This is an optimization exercise on Yosys and OpenROAD, whose aim is small area, a short achievable clock period and few clock cycles per item, not a production implementation. Where RTL was checked, it was by simulation tests only, not by an equivalence proof against the original. For run 2, only the layout was checked, not whether the RTL still works. Power figures rest on the tool's default switching activity, not on a simulated workload.

==> flow/design.v, too long to show whole: its modules and the start of the top module <==
// module goertzel_power_detect: 2043 lines
// module goertzel_fa: 10 lines
// module goertzel_hold: 10 lines
// module goertzel_abs: 23 lines
// module goertzel_ha: 9 lines
module goertzel_power_detect #(
   parameter int OW       = 20,
   parameter int PW       = 2*OW+1,
   parameter int HOLD_ON  = 3,
   parameter int HOLD_OFF = 3
) (
   input  logic            i_clk,
   input  logic            i_rst,
   input  logic [2*OW-1:0] s_axis_tdata,
   input  logic            s_axis_tvalid,
   output logic            s_axis_tready,
   output logic [PW-1:0]   m_axis_tdata,
   output logic            m_axis_tuser,
   output logic            m_axis_tvalid,
   input  logic            m_axis_tready,
   input  logic [PW-1:0]   i_threshold,
   output logic            o_detect
);
  // ...
==> flow/flow/run.sh <==
#!/bin/bash
# Standard ORFS layout (the standard.sh, standard synthesis unchanged),
# with the port buffers made from the smallest buffer cell.
set -euo pipefail
bash standard.sh BUFFER_PORTS_ARGS="-buffer_cell sky130_fd_sc_hd__buf_1" finish > standard_flow.log 2>&1
==> flow/standard.sh <==
#!/bin/bash
# synth_recipe.tcl (not shown) runs the flow's synth.tcl, then flattens the netlist and writes it again
# the make line also repeats each setting of config.mk as NAME=value (left out here)
make -C /OpenROAD-flow-scripts/flow DESIGN_CONFIG=/design/flow/config.mk WORK_HOME=/design/flow/orfs CLKGATE_MAP_FILE= SYNTH_SCRIPT=/design/flow/synth_recipe.tcl "${@:-finish}"
==> flow/config.mk <==
export PLATFORM = sky130hd
export DESIGN_NAME = goertzel_power_detect
export DESIGN_NICKNAME = goertzel_power_detect
export VERILOG_FILES = /design/flow/design.v
export SDC_FILE = /design/flow/constraint.sdc
export NUM_CORES = 4
export LEC_CHECK = 0
export CAP_MARGIN = 20
export CORE_MARGIN = 2
export CORE_UTILIZATION = 40
export CTS_BUF_LIST = sky130_fd_sc_hd__clkbuf_8
export SETUP_SLACK_MARGIN = 4.1
export SLEW_MARGIN = 20
export SYNTH_HIERARCHICAL = 1
export SYNTH_MINIMUM_KEEP_SIZE = 0
==> flow/constraint.sdc <==
create_clock -name core_clock -period 8.0 [get_ports {i_clk}]
set_input_delay 1.6000 -clock core_clock [delete_from_list [all_inputs] [get_ports {i_clk}]]
set_output_delay 1.6000 -clock core_clock [all_outputs]
set_load 0.01 [all_outputs]
==> summary.txt, run 1 <==
Run status
  • Outcome: timing/DRC/antenna clean

Global routing
  • Total global-route track usage: between 20% and 30%
  • GRT Max-Usage Layer: met2
  • First-pass GRT wire length: roughly 76 mm

Detailed routing
  • Final ANT Viol Nets: 0
  • Routed wl met2: around 23 mm
  • DRC viols: 0
  • Routed WL: between 40 and 50 mm
  • Met3 Wirelength: between 3 and 4 mm

Min path
  • Worst Hold End: r_v3
  • Hold Path Class: flop to flop
  • Min-delay src: g_mid.r_v2

STA
  • Period utilization: about 48%
  • Final Hold Viols: 0

Floorplan
  • DIE WIDTH: between 200 and 250 microns
  • Site row count: 78

Cells and area
  • Seq/total area: between 20% and 30%
  • Multi-input gate share of total cell area: 62.8%
  • Footprint of the multi-input gates: 0.0129 sq mm
  • Layout Utilization: 45.1%
  • FILL cells: approximately 4.3k
  • Clock-cell share of area: 1.79%
  • FFs & Latches: between 150 and 200

Setup path
  • Crit path largest cell delay: around 0.51 ns
  • Arrival time at the worst endpoint: 4.12 ns
  • Worst endpoint required time: 8.29 ns
  • Critical Path, Cell by Cell: buf_8 -> nand2_1 -> fa_1 -> inv_1 -> fa_1 -> inv_1 -> fa_1 -> fa_1 -> fa_1 -> fa_1

Flow run
  • Maxcap violations: 0

CTS
  • CTS Buffer Depth: 2
  • Worst skew pair latency: around 0.53 ns

Synthesis
  • Area fraction of the dominant cell type after synthesis: a little under two fifths
  • Warnings from Yosys: 9

Power and ir drop
  • Combinational share of power: 71.0%
  • Pwr dens: ~440 mW/mm^2
  • Cell internal pwr: ~4800 uW

Placement
  • Placed cell area: between 0.015 and 0.02 sq mm
Testbench counts, summed over its fixed seeds: cycles 2,072, items 2,048.
==> module goertzel_abs, before the edit <==
module goertzel_abs #(
   parameter int W = 2
) (
   input  logic [W-1:0] i_x,
   output logic [W-1:0] o_m
);
   localparam int c_L = $clog2(W);
   logic [W-1:0] w_y, w_c;
   logic [W-1:0] w_p [0:c_L];
   assign w_y = i_x ^ {W{i_x[W-1]}};
   always_comb begin
      w_p[0] = w_y;
      for (int k = 1; k <= c_L; k++) begin
         for (int i = 0; i < W; i++) begin
            if (i >= (1 << (k - 1))) w_p[k][i] = w_p[k-1][i] & w_p[k-1][i - (1 << (k - 1))];
            else                     w_p[k][i] = w_p[k-1][i];
         end
      end
      w_c[0] = i_x[W-1];
      for (int i = 1; i < W; i++) w_c[i] = i_x[W-1] & w_p[c_L][i-1];
   end
   assign o_m = w_y ^ w_c;
endmodule
==> run 2, diff against run 1 <==
--- a/flow/design.v
+++ b/flow/design.v
@@ -16,38 +16,54 @@
    input  logic            m_axis_tready,
    input  logic [PW-1:0]   i_threshold,
    output logic            o_detect
 );
    localparam bit c_INREG  = 1'b1;
    localparam bit c_MIDREG = 1'b1;
    localparam bit c_INMUX  = 1'b1;
    localparam bit c_ABS    = 1'b1;
+   localparam bit c_INV    = 1'b0;
+   localparam bit c_TREG   = 1'b0;
+   localparam bit c_TDUP   = 1'b1;
    localparam int c_HMAX = (HOLD_ON > HOLD_OFF) ? HOLD_ON : HOLD_OFF;
    localparam int c_CW   = (c_HMAX > 1) ? $clog2(c_HMAX) : 1;
    logic            w_en;
    logic            w_v1, w_v2;
    logic            r_v3;
    logic [OW-1:0]   x_re, x_im;
    logic [76-1:0] w_mid_d, w_mid_q;
    logic [PW-1:0]   w_ra, w_rb;
    logic [PW-1:0]   w_sum;
    logic            w_hit;
    logic [PW-1:0]   r_pwr;
    logic            r_hit;
    logic            r_det;
    logic [c_CW-1:0] r_cnt, w_cnt_nxt;
    logic            w_det_nxt;
-   assign w_en          = !r_v3 || m_axis_tready;
-   assign s_axis_tready = w_en;
+   assign w_en = !r_v3 || m_axis_tready;
+   generate
+      if (c_TDUP) begin : g_tdup
+         logic r_nv3;
+         always_ff @(posedge i_clk) begin
+            if (i_rst)     r_nv3 <= 1'b1;
+            else if (w_en) r_nv3 <= !w_v2;
+         end
+         assign s_axis_tready = r_nv3 || m_axis_tready;
+      end else begin : g_ntdup
+         assign s_axis_tready = w_en;
+      end
+   endgenerate
    logic [2*OW-1:0] w_in_new;
    generate
       if (c_ABS) begin : g_abs
-         goertzel_abs #(.W(OW)) u_abs_re (.i_x(s_axis_tdata[2*OW-1:OW]), .o_m(w_in_new[2*OW-1:OW]));
-         goertzel_abs #(.W(OW)) u_abs_im (.i_x(s_axis_tdata[OW-1:0]),     .o_m(w_in_new[OW-1:0]));
+         goertzel_abs #(.W(OW), .INV(c_INV)) u_abs_re (
+            .i_x(s_axis_tdata[2*OW-1:OW]), .o_m(w_in_new[2*OW-1:OW]));
+         goertzel_abs #(.W(OW), .INV(c_INV)) u_abs_im (
+            .i_x(s_axis_tdata[OW-1:0]), .o_m(w_in_new[OW-1:0]));
       end else begin : g_nabs
          assign w_in_new = s_axis_tdata;
       end
    endgenerate
    generate
       if (c_INREG) begin : g_in
          logic            r_v1;
          logic [OW-1:0]   r_re, r_im;
@@ -1873,16 +1889,26 @@
          assign w_mid_q = r_mid;
       end else begin : g_nmid
          assign w_v2    = w_v1;
          assign w_mid_q = w_mid_d;
       end
    endgenerate
    assign w_ra = {1'b0, 1'b0, w_mid_q[74], w_mid_q[72], w_mid_q[70], w_mid_q[68], w_mid_q[66], w_mid_q[64], w_mid_q[62], w_mid_q[60], w_mid_q[58], w_mid_q[56], w_mid_q[54], w_mid_q[52], w_mid_q[50], w_mid_q[48], w_mid_q[46], w_mid_q[44], w_mid_q[42], w_mid_q[40], w_mid_q[38], w_mid_q[36], w_mid_q[34], w_mid_q[32], w_mid_q[30], w_mid_q[28], w_mid_q[26], w_mid_q[24], w_mid_q[22], w_mid_q[20], w_mid_q[18], w_mid_q[16], w_mid_q[14], w_mid_q[12], w_mid_q[10], w_mid_q[8], w_mid_q[6], w_mid_q[4], w_mid_q[2], 1'b0, w_mid_q[0]} ^ 41'h1ffffffff8;
    assign w_rb = {1'b0, 1'b0, w_mid_q[75], w_mid_q[73], w_mid_q[71], w_mid_q[69], w_mid_q[67], w_mid_q[65], w_mid_q[63], w_mid_q[61], w_mid_q[59], w_mid_q[57], w_mid_q[55], w_mid_q[53], w_mid_q[51], w_mid_q[49], w_mid_q[47], w_mid_q[45], w_mid_q[43], w_mid_q[41], w_mid_q[39], w_mid_q[37], w_mid_q[35], w_mid_q[33], w_mid_q[31], w_mid_q[29], w_mid_q[27], w_mid_q[25], w_mid_q[23], w_mid_q[21], w_mid_q[19], w_mid_q[17], w_mid_q[15], w_mid_q[13], w_mid_q[11], w_mid_q[9], w_mid_q[7], w_mid_q[5], w_mid_q[3], 1'b0, w_mid_q[1]} ^ 41'h3ffffffff0;
+   logic [PW-1:0] w_thr;
+   generate
+      if (c_TREG) begin : g_treg
+         logic [PW-1:0] r_thr;
+         always_ff @(posedge i_clk) r_thr <= i_threshold;
+         assign w_thr = r_thr;
+      end else begin : g_ntreg
+         assign w_thr = i_threshold;
+      end
+   endgenerate
    assign w_sum = w_ra + w_rb;
    logic w_t1050;
    logic w_t1051;
    logic w_t1052;
    logic w_t1053;
    logic w_t1054;
    logic w_t1055;
    logic w_t1056;
@@ -1955,65 +1981,183 @@
    logic w_t1123;
    logic w_t1124;
    logic w_t1125;
    logic w_t1126;
    logic w_t1127;
    logic w_t1128;
    logic w_t1129;
    logic w_t1130;
-   assign w_t1050 = ~i_threshold[0];
+   assign w_t1050 = ~w_thr[0];
    goertzel_fa u_fa1053 (.i_a(w_mid_q[0]), .i_b(w_mid_q[1]), .i_c(w_t1050), .o_s(w_t1051), .o_c(w_t1052));
-   assign w_t1053 = ~i_threshold[2];
+   assign w_t1053 = ~w_thr[2];
    goertzel_fa u_fa1056 (.i_a(w_mid_q[2]), .i_b(w_mid_q[3]), .i_c(w_t1053), .o_s(w_t1054), .o_c(w_t1055));
    assign w_t1056 = ~w_mid_q[5];
-   goertzel_fa u_fa1059 (.i_a(w_mid_q[4]), .i_b(w_t1056), .i_c(i_threshold[3]), .o_s(w_t1057), .o_c(w_t1058));
-   goertzel_fa u_fa1061 (.i_a(w_mid_q[6]), .i_b(w_mid_q[7]), .i_c(i_threshold[4]), .o_s(w_t1059), .o_c(w_t1060));
-   goertzel_fa u_fa1063 (.i_a(w_mid_q[8]), .i_b(w_mid_q[9]), .i_c(i_threshold[5]), .o_s(w_t1061), .o_c(w_t1062));
-   goertzel_fa u_fa1065 (.i_a(w_mid_q[10]), .i_b(w_mid_q[11]), .i_c(i_threshold[6]), .o_s(w_t1063), .o_c(w_t1064));
-   goertzel_fa u_fa1067 (.i_a(w_mid_q[12]), .i_b(w_mid_q[13]), .i_c(i_threshold[7]), .o_s(w_t1065), .o_c(w_t1066));
-   goertzel_fa u_fa1069 (.i_a(w_mid_q[14]), .i_b(w_mid_q[15]), .i_c(i_threshold[8]), .o_s(w_t1067), .o_c(w_t1068));
-   goertzel_fa u_fa1071 (.i_a(w_mid_q[16]), .i_b(w_mid_q[17]), .i_c(i_threshold[9]), .o_s(w_t1069), .o_c(w_t1070));
-   goertzel_fa u_fa1073 (.i_a(w_mid_q[18]), .i_b(w_mid_q[19]), .i_c(i_threshold[10]), .o_s(w_t1071), .o_c(w_t1072));
-   goertzel_fa u_fa1075 (.i_a(w_mid_q[20]), .i_b(w_mid_q[21]), .i_c(i_threshold[11]), .o_s(w_t1073), .o_c(w_t1074));
-   goertzel_fa u_fa1077 (.i_a(w_mid_q[22]), .i_b(w_mid_q[23]), .i_c(i_threshold[12]), .o_s(w_t1075), .o_c(w_t1076));
-   goertzel_fa u_fa1079 (.i_a(w_mid_q[24]), .i_b(w_mid_q[25]), .i_c(i_threshold[13]), .o_s(w_t1077), .o_c(w_t1078));
-   goertzel_fa u_fa1081 (.i_a(w_mid_q[26]), .i_b(w_mid_q[27]), .i_c(i_threshold[14]), .o_s(w_t1079), .o_c(w_t1080));
-   goertzel_fa u_fa1083 (.i_a(w_mid_q[28]), .i_b(w_mid_q[29]), .i_c(i_threshold[15]), .o_s(w_t1081), .o_c(w_t1082));
-   goertzel_fa u_fa1085 (.i_a(w_mid_q[30]), .i_b(w_mid_q[31]), .i_c(i_threshold[16]), .o_s(w_t1083), .o_c(w_t1084));
-   goertzel_fa u_fa1087 (.i_a(w_mid_q[32]), .i_b(w_mid_q[33]), .i_c(i_threshold[17]), .o_s(w_t1085), .o_c(w_t1086));
-   goertzel_fa u_fa1089 (.i_a(w_mid_q[34]), .i_b(w_mid_q[35]), .i_c(i_threshold[18]), .o_s(w_t1087), .o_c(w_t1088));
-   goertzel_fa u_fa1091 (.i_a(w_mid_q[36]), .i_b(w_mid_q[37]), .i_c(i_threshold[19]), .o_s(w_t1089), .o_c(w_t1090));
-   goertzel_fa u_fa1093 (.i_a(w_mid_q[38]), .i_b(w_mid_q[39]), .i_c(i_threshold[20]), .o_s(w_t1091), .o_c(w_t1092));
-   goertzel_fa u_fa1095 (.i_a(w_mid_q[40]), .i_b(w_mid_q[41]), .i_c(i_threshold[21]), .o_s(w_t1093), .o_c(w_t1094));
-   goertzel_fa u_fa1097 (.i_a(w_mid_q[42]), .i_b(w_mid_q[43]), .i_c(i_threshold[22]), .o_s(w_t1095), .o_c(w_t1096));
-   goertzel_fa u_fa1099 (.i_a(w_mid_q[44]), .i_b(w_mid_q[45]), .i_c(i_threshold[23]), .o_s(w_t1097), .o_c(w_t1098));
-   goertzel_fa u_fa1101 (.i_a(w_mid_q[46]), .i_b(w_mid_q[47]), .i_c(i_threshold[24]), .o_s(w_t1099), .o_c(w_t1100));
-   goertzel_fa u_fa1103 (.i_a(w_mid_q[48]), .i_b(w_mid_q[49]), .i_c(i_threshold[25]), .o_s(w_t1101), .o_c(w_t1102));
-   goertzel_fa u_fa1105 (.i_a(w_mid_q[50]), .i_b(w_mid_q[51]), .i_c(i_threshold[26]), .o_s(w_t1103), .o_c(w_t1104));
-   goertzel_fa u_fa1107 (.i_a(w_mid_q[52]), .i_b(w_mid_q[53]), .i_c(i_threshold[27]), .o_s(w_t1105), .o_c(w_t1106));
-   goertzel_fa u_fa1109 (.i_a(w_mid_q[54]), .i_b(w_mid_q[55]), .i_c(i_threshold[28]), .o_s(w_t1107), .o_c(w_t1108));
-   goertzel_fa u_fa1111 (.i_a(w_mid_q[56]), .i_b(w_mid_q[57]), .i_c(i_threshold[29]), .o_s(w_t1109), .o_c(w_t1110));
-   goertzel_fa u_fa1113 (.i_a(w_mid_q[58]), .i_b(w_mid_q[59]), .i_c(i_threshold[30]), .o_s(w_t1111), .o_c(w_t1112));
-   goertzel_fa u_fa1115 (.i_a(w_mid_q[60]), .i_b(w_mid_q[61]), .i_c(i_threshold[31]), .o_s(w_t1113), .o_c(w_t1114));
-   goertzel_fa u_fa1117 (.i_a(w_mid_q[62]), .i_b(w_mid_q[63]), .i_c(i_threshold[32]), .o_s(w_t1115), .o_c(w_t1116));
-   goertzel_fa u_fa1119 (.i_a(w_mid_q[64]), .i_b(w_mid_q[65]), .i_c(i_threshold[33]), .o_s(w_t1117), .o_c(w_t1118));
-   goertzel_fa u_fa1121 (.i_a(w_mid_q[66]), .i_b(w_mid_q[67]), .i_c(i_threshold[34]), .o_s(w_t1119), .o_c(w_t1120));
-   goertzel_fa u_fa1123 (.i_a(w_mid_q[68]), .i_b(w_mid_q[69]), .i_c(i_threshold[35]), .o_s(w_t1121), .o_c(w_t1122));
-   goertzel_fa u_fa1125 (.i_a(w_mid_q[70]), .i_b(w_mid_q[71]), .i_c(i_threshold[36]), .o_s(w_t1123), .o_c(w_t1124));
+   goertzel_fa u_fa1059 (.i_a(w_mid_q[4]), .i_b(w_t1056), .i_c(w_thr[3]), .o_s(w_t1057), .o_c(w_t1058));
+   goertzel_fa u_fa1061 (.i_a(w_mid_q[6]), .i_b(w_mid_q[7]), .i_c(w_thr[4]), .o_s(w_t1059), .o_c(w_t1060));
+   goertzel_fa u_fa1063 (.i_a(w_mid_q[8]), .i_b(w_mid_q[9]), .i_c(w_thr[5]), .o_s(w_t1061), .o_c(w_t1062));
+   goertzel_fa u_fa1065 (.i_a(w_mid_q[10]), .i_b(w_mid_q[11]), .i_c(w_thr[6]), .o_s(w_t1063), .o_c(w_t1064));
+   goertzel_fa u_fa1067 (.i_a(w_mid_q[12]), .i_b(w_mid_q[13]), .i_c(w_thr[7]), .o_s(w_t1065), .o_c(w_t1066));
+   goertzel_fa u_fa1069 (.i_a(w_mid_q[14]), .i_b(w_mid_q[15]), .i_c(w_thr[8]), .o_s(w_t1067), .o_c(w_t1068));
+   goertzel_fa u_fa1071 (.i_a(w_mid_q[16]), .i_b(w_mid_q[17]), .i_c(w_thr[9]), .o_s(w_t1069), .o_c(w_t1070));
+   goertzel_fa u_fa1073 (.i_a(w_mid_q[18]), .i_b(w_mid_q[19]), .i_c(w_thr[10]), .o_s(w_t1071), .o_c(w_t1072));
+   goertzel_fa u_fa1075 (.i_a(w_mid_q[20]), .i_b(w_mid_q[21]), .i_c(w_thr[11]), .o_s(w_t1073), .o_c(w_t1074));
+   goertzel_fa u_fa1077 (.i_a(w_mid_q[22]), .i_b(w_mid_q[23]), .i_c(w_thr[12]), .o_s(w_t1075), .o_c(w_t1076));
+   goertzel_fa u_fa1079 (.i_a(w_mid_q[24]), .i_b(w_mid_q[25]), .i_c(w_thr[13]), .o_s(w_t1077), .o_c(w_t1078));
+   goertzel_fa u_fa1081 (.i_a(w_mid_q[26]), .i_b(w_mid_q[27]), .i_c(w_thr[14]), .o_s(w_t1079), .o_c(w_t1080));
+   goertzel_fa u_fa1083 (.i_a(w_mid_q[28]), .i_b(w_mid_q[29]), .i_c(w_thr[15]), .o_s(w_t1081), .o_c(w_t1082));
+   goertzel_fa u_fa1085 (.i_a(w_mid_q[30]), .i_b(w_mid_q[31]), .i_c(w_thr[16]), .o_s(w_t1083), .o_c(w_t1084));
+   goertzel_fa u_fa1087 (.i_a(w_mid_q[32]), .i_b(w_mid_q[33]), .i_c(w_thr[17]), .o_s(w_t1085), .o_c(w_t1086));
+   goertzel_fa u_fa1089 (.i_a(w_mid_q[34]), .i_b(w_mid_q[35]), .i_c(w_thr[18]), .o_s(w_t1087), .o_c(w_t1088));
+   goertzel_fa u_fa1091 (.i_a(w_mid_q[36]), .i_b(w_mid_q[37]), .i_c(w_thr[19]), .o_s(w_t1089), .o_c(w_t1090));
+   goertzel_fa u_fa1093 (.i_a(w_mid_q[38]), .i_b(w_mid_q[39]), .i_c(w_thr[20]), .o_s(w_t1091), .o_c(w_t1092));
+   goertzel_fa u_fa1095 (.i_a(w_mid_q[40]), .i_b(w_mid_q[41]), .i_c(w_thr[21]), .o_s(w_t1093), .o_c(w_t1094));
+   goertzel_fa u_fa1097 (.i_a(w_mid_q[42]), .i_b(w_mid_q[43]), .i_c(w_thr[22]), .o_s(w_t1095), .o_c(w_t1096));
+   goertzel_fa u_fa1099 (.i_a(w_mid_q[44]), .i_b(w_mid_q[45]), .i_c(w_thr[23]), .o_s(w_t1097), .o_c(w_t1098));
+   goertzel_fa u_fa1101 (.i_a(w_mid_q[46]), .i_b(w_mid_q[47]), .i_c(w_thr[24]), .o_s(w_t1099), .o_c(w_t1100));
+   goertzel_fa u_fa1103 (.i_a(w_mid_q[48]), .i_b(w_mid_q[49]), .i_c(w_thr[25]), .o_s(w_t1101), .o_c(w_t1102));
+   goertzel_fa u_fa1105 (.i_a(w_mid_q[50]), .i_b(w_mid_q[51]), .i_c(w_thr[26]), .o_s(w_t1103), .o_c(w_t1104));
+   goertzel_fa u_fa1107 (.i_a(w_mid_q[52]), .i_b(w_mid_q[53]), .i_c(w_thr[27]), .o_s(w_t1105), .o_c(w_t1106));
+   goertzel_fa u_fa1109 (.i_a(w_mid_q[54]), .i_b(w_mid_q[55]), .i_c(w_thr[28]), .o_s(w_t1107), .o_c(w_t1108));
+   goertzel_fa u_fa1111 (.i_a(w_mid_q[56]), .i_b(w_mid_q[57]), .i_c(w_thr[29]), .o_s(w_t1109), .o_c(w_t1110));
+   goertzel_fa u_fa1113 (.i_a(w_mid_q[58]), .i_b(w_mid_q[59]), .i_c(w_thr[30]), .o_s(w_t1111), .o_c(w_t1112));
+   goertzel_fa u_fa1115 (.i_a(w_mid_q[60]), .i_b(w_mid_q[61]), .i_c(w_thr[31]), .o_s(w_t1113), .o_c(w_t1114));
+   goertzel_fa u_fa1117 (.i_a(w_mid_q[62]), .i_b(w_mid_q[63]), .i_c(w_thr[32]), .o_s(w_t1115), .o_c(w_t1116));
+   goertzel_fa u_fa1119 (.i_a(w_mid_q[64]), .i_b(w_mid_q[65]), .i_c(w_thr[33]), .o_s(w_t1117), .o_c(w_t1118));
+   goertzel_fa u_fa1121 (.i_a(w_mid_q[66]), .i_b(w_mid_q[67]), .i_c(w_thr[34]), .o_s(w_t1119), .o_c(w_t1120));
+   goertzel_fa u_fa1123 (.i_a(w_mid_q[68]), .i_b(w_mid_q[69]), .i_c(w_thr[35]), .o_s(w_t1121), .o_c(w_t1122));
+   goertzel_fa u_fa1125 (.i_a(w_mid_q[70]), .i_b(w_mid_q[71]), .i_c(w_thr[36]), .o_s(w_t1123), .o_c(w_t1124));
    assign w_t1125 = ~w_mid_q[72];
-   goertzel_fa u_fa1128 (.i_a(w_t1125), .i_b(w_mid_q[73]), .i_c(i_threshold[37]), .o_s(w_t1126), .o_c(w_t1127));
-   assign w_t1128 = ~i_threshold[38];
+   goertzel_fa u_fa1128 (.i_a(w_t1125), .i_b(w_mid_q[73]), .i_c(w_thr[37]), .o_s(w_t1126), .o_c(w_t1127));
+   assign w_t1128 = ~w_thr[38];
    goertzel_fa u_fa1131 (.i_a(w_mid_q[74]), .i_b(w_mid_q[75]), .i_c(w_t1128), .o_s(w_t1129), .o_c(w_t1130));
    logic [PW-1:0] w_sp, w_kp;
-   logic [PW:0]   w_cmp;
-   assign w_sp  = {i_threshold[40], i_threshold[39], w_t1129, w_t1126, w_t1123, w_t1121, w_t1119, w_t1117, w_t1115, w_t1113, w_t1111, w_t1109, w_t1107, w_t1105, w_t1103, w_t1101, w_t1099, w_t1097, w_t1095, w_t1093, w_t1091, w_t1089, w_t1087, w_t1085, w_t1083, w_t1081, w_t1079, w_t1077, w_t1075, w_t1073, w_t1071, w_t1069, w_t1067, w_t1065, w_t1063, w_t1061, w_t1059, w_t1057, w_t1054, i_threshold[1], w_t1051} ^ 41'h1bffffffffa;
+   assign w_sp  = {w_thr[40], w_thr[39], w_t1129, w_t1126, w_t1123, w_t1121, w_t1119, w_t1117, w_t1115, w_t1113, w_t1111, w_t1109, w_t1107, w_t1105, w_t1103, w_t1101, w_t1099, w_t1097, w_t1095, w_t1093, w_t1091, w_t1089, w_t1087, w_t1085, w_t1083, w_t1081, w_t1079, w_t1077, w_t1075, w_t1073, w_t1071, w_t1069, w_t1067, w_t1065, w_t1063, w_t1061, w_t1059, w_t1057, w_t1054, w_thr[1], w_t1051} ^ 41'h1bffffffffa;
    assign w_kp  = {1'b0, 1'b0, w_t1130, w_t1127, w_t1124, w_t1122, w_t1120, w_t1118, w_t1116, w_t1114, w_t1112, w_t1110, w_t1108, w_t1106, w_t1104, w_t1102, w_t1100, w_t1098, w_t1096, w_t1094, w_t1092, w_t1090, w_t1088, w_t1086, w_t1084, w_t1082, w_t1080, w_t1078, w_t1076, w_t1074, w_t1072, w_t1070, w_t1068, w_t1066, w_t1064, w_t1062, w_t1060, w_t1058, w_t1055, 1'b0, w_t1052} ^ 41'h3ffffffff8;
-   assign w_cmp = {1'b0, w_sp} + {w_kp, 1'b1};
-   assign w_hit = w_cmp[PW];
+   logic w_cg0_0, w_cp0_0;
+   assign w_cg0_0 = (w_sp[1] & w_kp[0]) | ((w_sp[1] | w_kp[0]) & w_sp[0]);
+   assign w_cp0_0 = (w_sp[1] | w_kp[0]) & 1'b1;
+   logic w_cg0_1, w_cp0_1;
+   assign w_cg0_1 = (w_sp[3] & w_kp[2]) | ((w_sp[3] | w_kp[2]) & (w_sp[2] & w_kp[1]));
+   assign w_cp0_1 = (w_sp[3] | w_kp[2]) & (w_sp[2] | w_kp[1]);
+   logic w_cg0_2, w_cp0_2;
+   assign w_cg0_2 = (w_sp[5] & w_kp[4]) | ((w_sp[5] | w_kp[4]) & (w_sp[4] & w_kp[3]));
+   assign w_cp0_2 = (w_sp[5] | w_kp[4]) & (w_sp[4] | w_kp[3]);
+   logic w_cg0_3, w_cp0_3;
+   assign w_cg0_3 = (w_sp[7] & w_kp[6]) | ((w_sp[7] | w_kp[6]) & (w_sp[6] & w_kp[5]));
+   assign w_cp0_3 = (w_sp[7] | w_kp[6]) & (w_sp[6] | w_kp[5]);
+   logic w_cg0_4, w_cp0_4;
+   assign w_cg0_4 = (w_sp[9] & w_kp[8]) | ((w_sp[9] | w_kp[8]) & (w_sp[8] & w_kp[7]));
+   assign w_cp0_4 = (w_sp[9] | w_kp[8]) & (w_sp[8] | w_kp[7]);
+   logic w_cg0_5, w_cp0_5;
+   assign w_cg0_5 = (w_sp[11] & w_kp[10]) | ((w_sp[11] | w_kp[10]) & (w_sp[10] & w_kp[9]));
+   assign w_cp0_5 = (w_sp[11] | w_kp[10]) & (w_sp[10] | w_kp[9]);
+   logic w_cg0_6, w_cp0_6;
+   assign w_cg0_6 = (w_sp[13] & w_kp[12]) | ((w_sp[13] | w_kp[12]) & (w_sp[12] & w_kp[11]));
+   assign w_cp0_6 = (w_sp[13] | w_kp[12]) & (w_sp[12] | w_kp[11]);
+   logic w_cg0_7, w_cp0_7;
+   assign w_cg0_7 = (w_sp[15] & w_kp[14]) | ((w_sp[15] | w_kp[14]) & (w_sp[14] & w_kp[13]));
+   assign w_cp0_7 = (w_sp[15] | w_kp[14]) & (w_sp[14] | w_kp[13]);
+   logic w_cg0_8, w_cp0_8;
+   assign w_cg0_8 = (w_sp[17] & w_kp[16]) | ((w_sp[17] | w_kp[16]) & (w_sp[16] & w_kp[15]));
+   assign w_cp0_8 = (w_sp[17] | w_kp[16]) & (w_sp[16] | w_kp[15]);
+   logic w_cg0_9, w_cp0_9;
+   assign w_cg0_9 = (w_sp[19] & w_kp[18]) | ((w_sp[19] | w_kp[18]) & (w_sp[18] & w_kp[17]));
+   assign w_cp0_9 = (w_sp[19] | w_kp[18]) & (w_sp[18] | w_kp[17]);
+   logic w_cg0_10, w_cp0_10;
+   assign w_cg0_10 = (w_sp[21] & w_kp[20]) | ((w_sp[21] | w_kp[20]) & (w_sp[20] & w_kp[19]));
+   assign w_cp0_10 = (w_sp[21] | w_kp[20]) & (w_sp[20] | w_kp[19]);
+   logic w_cg0_11, w_cp0_11;
+   assign w_cg0_11 = (w_sp[23] & w_kp[22]) | ((w_sp[23] | w_kp[22]) & (w_sp[22] & w_kp[21]));
+   assign w_cp0_11 = (w_sp[23] | w_kp[22]) & (w_sp[22] | w_kp[21]);
+   logic w_cg0_12, w_cp0_12;
+   assign w_cg0_12 = (w_sp[25] & w_kp[24]) | ((w_sp[25] | w_kp[24]) & (w_sp[24] & w_kp[23]));
+   assign w_cp0_12 = (w_sp[25] | w_kp[24]) & (w_sp[24] | w_kp[23]);
+   logic w_cg0_13, w_cp0_13;
+   assign w_cg0_13 = (w_sp[27] & w_kp[26]) | ((w_sp[27] | w_kp[26]) & (w_sp[26] & w_kp[25]));
+   assign w_cp0_13 = (w_sp[27] | w_kp[26]) & (w_sp[26] | w_kp[25]);
+   logic w_cg0_14, w_cp0_14;
+   assign w_cg0_14 = (w_sp[29] & w_kp[28]) | ((w_sp[29] | w_kp[28]) & (w_sp[28] & w_kp[27]));
+   assign w_cp0_14 = (w_sp[29] | w_kp[28]) & (w_sp[28] | w_kp[27]);
+   logic w_cg0_15, w_cp0_15;
+   assign w_cg0_15 = (w_sp[31] & w_kp[30]) | ((w_sp[31] | w_kp[30]) & (w_sp[30] & w_kp[29]));
+   assign w_cp0_15 = (w_sp[31] | w_kp[30]) & (w_sp[30] | w_kp[29]);
+   logic w_cg0_16, w_cp0_16;
+   assign w_cg0_16 = (w_sp[33] & w_kp[32]) | ((w_sp[33] | w_kp[32]) & (w_sp[32] & w_kp[31]));
+   assign w_cp0_16 = (w_sp[33] | w_kp[32]) & (w_sp[32] | w_kp[31]);
+   logic w_cg0_17, w_cp0_17;
+   assign w_cg0_17 = (w_sp[35] & w_kp[34]) | ((w_sp[35] | w_kp[34]) & (w_sp[34] & w_kp[33]));
+   assign w_cp0_17 = (w_sp[35] | w_kp[34]) & (w_sp[34] | w_kp[33]);
+   logic w_cg0_18, w_cp0_18;
+   assign w_cg0_18 = (w_sp[37] & w_kp[36]) | ((w_sp[37] | w_kp[36]) & (w_sp[36] & w_kp[35]));
+   assign w_cp0_18 = (w_sp[37] | w_kp[36]) & (w_sp[36] | w_kp[35]);
+   logic w_cg0_19, w_cp0_19;
+   assign w_cg0_19 = (w_sp[39] & w_kp[38]) | ((w_sp[39] | w_kp[38]) & (w_sp[38] & w_kp[37]));
+   assign w_cp0_19 = (w_sp[39] | w_kp[38]) & (w_sp[38] | w_kp[37]);
+   logic w_cg1_0, w_cp1_0;
+   assign w_cg1_0 = w_cg0_1 | (w_cp0_1 & w_cg0_0);
+   assign w_cp1_0 = w_cp0_1 & w_cp0_0;
+   logic w_cg1_1, w_cp1_1;
+   assign w_cg1_1 = w_cg0_3 | (w_cp0_3 & w_cg0_2);
+   assign w_cp1_1 = w_cp0_3 & w_cp0_2;
+   logic w_cg1_2, w_cp1_2;
+   assign w_cg1_2 = w_cg0_5 | (w_cp0_5 & w_cg0_4);
+   assign w_cp1_2 = w_cp0_5 & w_cp0_4;
+   logic w_cg1_3, w_cp1_3;
+   assign w_cg1_3 = w_cg0_7 | (w_cp0_7 & w_cg0_6);
+   assign w_cp1_3 = w_cp0_7 & w_cp0_6;
+   logic w_cg1_4, w_cp1_4;
+   assign w_cg1_4 = w_cg0_9 | (w_cp0_9 & w_cg0_8);
+   assign w_cp1_4 = w_cp0_9 & w_cp0_8;
+   logic w_cg1_5, w_cp1_5;
+   assign w_cg1_5 = w_cg0_11 | (w_cp0_11 & w_cg0_10);
+   assign w_cp1_5 = w_cp0_11 & w_cp0_10;
+   logic w_cg1_6, w_cp1_6;
+   assign w_cg1_6 = w_cg0_13 | (w_cp0_13 & w_cg0_12);
+   assign w_cp1_6 = w_cp0_13 & w_cp0_12;
+   logic w_cg1_7, w_cp1_7;
+   assign w_cg1_7 = w_cg0_15 | (w_cp0_15 & w_cg0_14);
+   assign w_cp1_7 = w_cp0_15 & w_cp0_14;
+   logic w_cg1_8, w_cp1_8;
+   assign w_cg1_8 = w_cg0_17 | (w_cp0_17 & w_cg0_16);
+   assign w_cp1_8 = w_cp0_17 & w_cp0_16;
+   logic w_cg1_9, w_cp1_9;
+   assign w_cg1_9 = w_cg0_19 | (w_cp0_19 & w_cg0_18);
+   assign w_cp1_9 = w_cp0_19 & w_cp0_18;
+   logic w_cg2_0, w_cp2_0;
+   assign w_cg2_0 = w_cg1_1 | (w_cp1_1 & w_cg1_0);
+   assign w_cp2_0 = w_cp1_1 & w_cp1_0;
+   logic w_cg2_1, w_cp2_1;
+   assign w_cg2_1 = w_cg1_3 | (w_cp1_3 & w_cg1_2);
+   assign w_cp2_1 = w_cp1_3 & w_cp1_2;
+   logic w_cg2_2, w_cp2_2;
+   assign w_cg2_2 = w_cg1_5 | (w_cp1_5 & w_cg1_4);
+   assign w_cp2_2 = w_cp1_5 & w_cp1_4;
+   logic w_cg2_3, w_cp2_3;
+   assign w_cg2_3 = w_cg1_7 | (w_cp1_7 & w_cg1_6);
+   assign w_cp2_3 = w_cp1_7 & w_cp1_6;
+   logic w_cg2_4, w_cp2_4;
+   assign w_cg2_4 = w_cg1_9 | (w_cp1_9 & w_cg1_8);
+   assign w_cp2_4 = w_cp1_9 & w_cp1_8;
+   logic w_cg3_0, w_cp3_0;
+   assign w_cg3_0 = w_cg2_1 | (w_cp2_1 & w_cg2_0);
+   assign w_cp3_0 = w_cp2_1 & w_cp2_0;
+   logic w_cg3_1, w_cp3_1;
+   assign w_cg3_1 = w_cg2_3 | (w_cp2_3 & w_cg2_2);
+   assign w_cp3_1 = w_cp2_3 & w_cp2_2;
+   logic w_cg3_2, w_cp3_2;
+   assign w_cg3_2 = (w_sp[40] & w_kp[39]) | ((w_sp[40] | w_kp[39]) & w_cg2_4);
+   assign w_cp3_2 = (w_sp[40] | w_kp[39]) & w_cp2_4;
+   logic w_cg4_0, w_cp4_0;
+   assign w_cg4_0 = w_cg3_1 | (w_cp3_1 & w_cg3_0);
+   assign w_cp4_0 = w_cp3_1 & w_cp3_0;
+   logic w_cg5_0, w_cp5_0;
+   assign w_cg5_0 = w_cg3_2 | (w_cp3_2 & w_cg4_0);
+   assign w_cp5_0 = w_cp3_2 & w_cp4_0;
+   assign w_hit = w_kp[PW-1] ^ w_cg5_0;
    always_ff @(posedge i_clk) begin
       if (i_rst)     r_v3 <= 1'b0;
       else if (w_en) r_v3 <= w_v2;
       if (w_en) begin
          r_pwr <= w_sum;
          r_hit <= w_hit;
       end
    end
@@ -2058,37 +2202,37 @@
    input  logic         i_load,
    input  logic [W-1:0] i_new,
    input  logic [W-1:0] i_old,
    output logic [W-1:0] o_d
 );
    assign o_d = i_load ? i_new : i_old;
 endmodule
 module goertzel_abs #(
-   parameter int W = 2
+   parameter int W   = 2,
+   parameter bit INV = 1'b0    
 ) (
    input  logic [W-1:0] i_x,
    output logic [W-1:0] o_m
 );
    localparam int c_L = $clog2(W);
-   logic [W-1:0] w_y, w_c;
-   logic [W-1:0] w_p [0:c_L];
-   assign w_y = i_x ^ {W{i_x[W-1]}};
+   logic [W-1:0] w_o [0:c_L];
+   logic [W-1:0] w_f;
    always_comb begin
-      w_p[0] = w_y;
+      w_o[0] = i_x;
       for (int k = 1; k <= c_L; k++) begin
          for (int i = 0; i < W; i++) begin
-            if (i >= (1 << (k - 1))) w_p[k][i] = w_p[k-1][i] & w_p[k-1][i - (1 << (k - 1))];
-            else                     w_p[k][i] = w_p[k-1][i];
+            if (i >= (1 << (k - 1))) w_o[k][i] = w_o[k-1][i] | w_o[k-1][i - (1 << (k - 1))];
+            else                     w_o[k][i] = w_o[k-1][i];
          end
       end
-      w_c[0] = i_x[W-1];
-      for (int i = 1; i < W; i++) w_c[i] = i_x[W-1] & w_p[c_L][i-1];
+      w_f[0] = 1'b0;
+      for (int i = 1; i < W; i++) w_f[i] = i_x[W-1] & w_o[c_L][i-1];
    end
-   assign o_m = w_y ^ w_c;
+   assign o_m = i_x ^ w_f ^ {W{INV}};
 endmodule
 module goertzel_ha (
    input  logic i_a,
    input  logic i_b,
    output logic o_s,
    output logic o_c
 );
    assign o_s = i_a ^ i_b;
--- a/flow/config.mk
+++ b/flow/config.mk
@@ -4,12 +4,12 @@
 export VERILOG_FILES = /design/flow/design.v
 export SDC_FILE = /design/flow/constraint.sdc
 export NUM_CORES = 4
 export LEC_CHECK = 0
 export CAP_MARGIN = 20
 export CORE_MARGIN = 2
 export CORE_UTILIZATION = 40
 export CTS_BUF_LIST = sky130_fd_sc_hd__clkbuf_8
-export SETUP_SLACK_MARGIN = 4.1
+export SETUP_SLACK_MARGIN = 4.15
 export SLEW_MARGIN = 20
 export SYNTH_HIERARCHICAL = 1
 export SYNTH_MINIMUM_KEEP_SIZE = 0
==> run 2 against run 1 <==
Against the previous run: still clean; hold slack worse by 0.018 ns; global-route usage up 0.26 points; wire length down 1.8%; via count down 2.5%; largest cell class unchanged; largest power group unchanged.
==> summary.txt, run 2 <==
Placement
  • Placed cell area: 0.0187 sq mm (-4.0%)
  • RePlAce Congestion: 0.924
  • PortBufs: ~130
  • DP HPWL: approximately 35 mm

Detailed routing
  • DR WL/cell: 20.6 microns
  • Routed WL: 48.9 mm (-1.8%)
  • DRC viols: 0 (unchanged)
  • Starting DRT DRC Count: about 870
  • Final ANT Viol Nets: 0 (unchanged)
  • DRT Pass-1 Iters: 5
  • Via density: 5.29
  • Via count: 12.5k

Synthesis
  • Syn_nets: between 2k and 2.5k
  • Post-Synth Simple-Gate Area: between 10% and 20%
  • Compound-cell area share of the yosys netlist: between 7 and 8%
  • Synth area leader: fa_1
  • Warnings from Yosys: 9 (unchanged)
  • Adder-Cell Fraction of Synth Area: between 40% and 50%
  • Xor/xnor share of the synthesized area: ~3.5%
  • Mapped cell area: 0.0177 sq mm
  • Register area share after synthesis: approximately 25%
  • Top cells by area, synth: fa_1 39%, edfxtp_1 20%, nand2_1 8.0%
  • Most frequent cell after synthesis: nand2_1
  • Post-synth top cells: 377 x nand2_1, 345 x fa_1, 146 x inv_1, 117 x edfxtp_1, 71 x clkbuf_1
  • Main combinational cell family by area after synthesis: adder cells
  • Area fraction of the dominant cell type after synthesis: 39.1% (+1.7 points)
  • Post-Synthesis Cells: between 1.5k and 2k
  • Top_reg_cell synth: edfxtp_1
  • Mux cell area share after synthesis: between 2 and 3%
  • Flops & latches, synth: roughly 160
  • EDFF count, synth: roughly 120
  • Distinct cell type count after synthesis: 66
  • Post-Syn Area per Cell: about 11 sq um
  • FFs w/ async S/R, synth: 0%

CTS
  • Cts bufs inserted: 17
  • H-tree Lvls: 4
  • Clock slew at reported path FFs: approximately 0.11 ns
  • CTS Sinks: 164
  • Root Driver: clkbuf_8
  • CTS tree: done
  • Hold_buf cts: 0
  • Worst skew pair latency: 0.53 ns (about the same)
  • CTS Buffer Depth: 2 (unchanged)

STA
  • Hold slack: roughly 0.44 ns
  • Final Critical Period: between 3 and 4 ns
  • Unrepaired setup endpoints after global routing: true
  • Tightest Pin Transition: between 0.9 and 1 ns
  • Final Hold Viols: 0 (unchanged)
  • Fmax: roughly 260 MHz
  • Clock Skew: between 0.02 and 0.025 ns
  • Total negative slack: 0 ns
  • Period utilization: 47.6% (-0.32 points)
  • Final Slew Violations: 0
  • Max-Slew Margin vs Limit: approximately 34%
  • Finish-stage setup viols: 0

Global routing
  • Largest net degree at the start of global routing: between 150 and 200
  • Total global-route track usage: 21.3% (+0.26 points)
  • Vias in the first global route: between 10k and 15k
  • Antenna violations before repair: 0
  • First-pass GRT wire length: 75.3 mm (-0.34%)
  • Total global routing overflow: 0

Floorplan
  • Top-Level Pins: 130
  • Die H: 214 microns
  • Site row count: 77 (-1.3%)
  • DIE WIDTH: 214 microns (-2.1%)
  • Core Region: ~0.044 sq mm
  • Die area: between 0.04 and 0.05 sq mm
  • Starting Density: about two fifths

Min path
  • Min-delay src: g_in.r_re[19]
  • Worst hold stages: 0
  • Hold Path Class: flop to flop
  • Worst Hold End: g_mid.r_mid[75]

Power and ir drop
  • Total power: a little under 9000 uW
  • Pwr dens: 433 mW/mm^2 (-2.7%)
  • VDD IR max: 0.271 mV
  • Leakage: between 0.007 and 0.008 uW

Cells and area
  • Nets: between 2k and 2.5k
  • Most frequent cells in the layout: 377 x nand2_1, 337 x fa_1, 146 x inv_1, 128 x buf_1, 117 x edfxtp_1
  • Area grow syn2layout: 14.1%
  • Final Instance Area: a little over 0.02 sq mm
  • Largest reg by FF count: g_mid.r_mid
  • Layout cells sized above 1: 13.0%
  • Regs by FF count: g_mid.r_mid x76, r_pwr x40
  • Max FFs per register: between 70 and 80
  • Most common cell after layout, fill and taps aside: nand2_1
  • Layout Utilization: 45.9% (+0.82 points)

Setup path
  • Worst R2R End: g_mid.r_mid[44]
  • Reg-to-reg startpoint: g_in.r_im[8]
  • Crit-path max FO: 16
  • Worst Setup Start Kind: flop
  • Worst reg2reg path depth: 8
  • Reg2reg setup slack: 4.19 ns
  • Crit. End Element: flop
  • Worst endpoint required time: 8.28 ns (about the same)
  • Setup CP Type: flop to flop
  • Arrival time at the worst endpoint: 4.08 ns (-0.04 ns)

Run status
  • Outcome: timing/DRC/antenna clean

Flow run
  • Maxcap violations: 0 (unchanged)
## run 2: critical path, cell delays in order (launching register included)
cell,delay [ns]
dfxtp_2,0.37
buf_12,0.16
nand2_1,0.08
fa_1,0.49
fa_1,0.60
fa_1,0.47
fa_1,0.43
fa_1,0.53
fa_1,0.41
## run 2: routing by layer
metal	GRT usage, %	wire length [microns]	vias to the layer above
li1	-	-	5534
met5	0	0	-
met4	6.48	1220	0
met3	3.97	3830	82
met2	34.8	22900	551
met1	29.1	20900	6360
## run 2: per-module statistics from Yosys (local to each module, per instance), excerpt
| module | flip-flops and latches | cells | cell area, sq um | copies in the design |
|---|---|---|---|---|
| goertzel_fa | 0 | 1 | 20.0 | 344 |
| goertzel_power_detect | 164 | 1123 | 9370 | 1 |
| goertzel_ha | 0 | 1 | 12.5 | 8 |
## run 2: area by class of cell
type                            count  area [sq um]
Antenna cell                        1          2.50
Clock buffer                       17           234
Clock inverter                     15           235
Fill cell                        4141         23800
Inverter                          147           556
Multi-Input combinational cell   1215         12300
Sequential cell                   164          4560
Tap cell                          592           741
Timing Repair Buffer              215          1550
## run 2: metrics by stage
step                std cells  setup slack (ns)
floorplan                1619              3.82
global placement         2271              3.62
detailed placement       2271              3.58
CTS                      2323              4.15
global route             2365              4.14
finish                   2366              4.19
## run 2: report_power, final
| part | switching [uW] | internal [uW] | total [uW] | leakage (uW) |
|---|---|---|---|---|
| clock | 343 | 401 | 744 | 0.000247 |
| sequential | 254 | 1720 | 1970 | 0.00162 |
| combinational | 3360 | 2650 | 6020 | 0.00590 |
## run 2: kinds of logic after synthesis
| group | after synthesis |
|---|---|
| mux | 43 |
| flops | 164 |
| other cells | 1 |
| compound gates | 200 |
| xor+xnor | 70 |
| fa+ha+maj | 403 |
| buf+inv | 240 |
| simple gates | 498 |
## run 2: how the worst max path moves through the flow
stage	endpoint	depth (start not counted)	from
floorplan	g_in.r_im[0]	4	m_axis_tready
detailed placement	g_mid.r_mid[32]	9	g_in.r_re[8]
CTS	g_mid.r_mid[32]	10	g_in.r_im[1]
global placement	r_hit	10	i_threshold[10]
finish	g_mid.r_mid[44]	8	g_in.r_im[8]
global route	g_mid.r_mid[40]	8	g_in.r_re[11]
## run 2: what timing repair did
| item | CTS | global route |
|---|---|---|
| cloned | 0 | 4 |
| setup endpoints to repair | 39 | 23 |
| buffers inserted | 20 | 38 |
| pin swaps | 0 | 13 |
| resized for setup | 78 | 51 |

## afterwards: timing with drivers on the ports
The flow's constraints put no driver on any port. The routed layouts listed below were extracted and timed again, unchanged, in two steps.
Step 1: set_driving_cell puts a clkbuf_16 on i_clk and a buf_2 on each other input, an assumption about the parent block.
Step 2 adds t to the input delays and takes it off the output delays; t is the mean of the earliest and latest rising clock arrival at the registers after step 1. Input paths then give back, and output paths get back, about the clock's delay inside the block.
Three values: ideal, step 1, step 2; two values: the first two.
run | t (ns) | slack for setup (ns) | worst setup path after step 2
run 1 | 0.577 | 4.168 / 4.168 / 3.647 | input to register
run 2 | 0.574 | 4.194 / 4.194 / 3.731 | input to register
After both steps setup and hold are still met in every run listed. The setup slack of run 1, which loses most, moves by 0.000 ns with the drivers and by -0.521 ns with both steps.
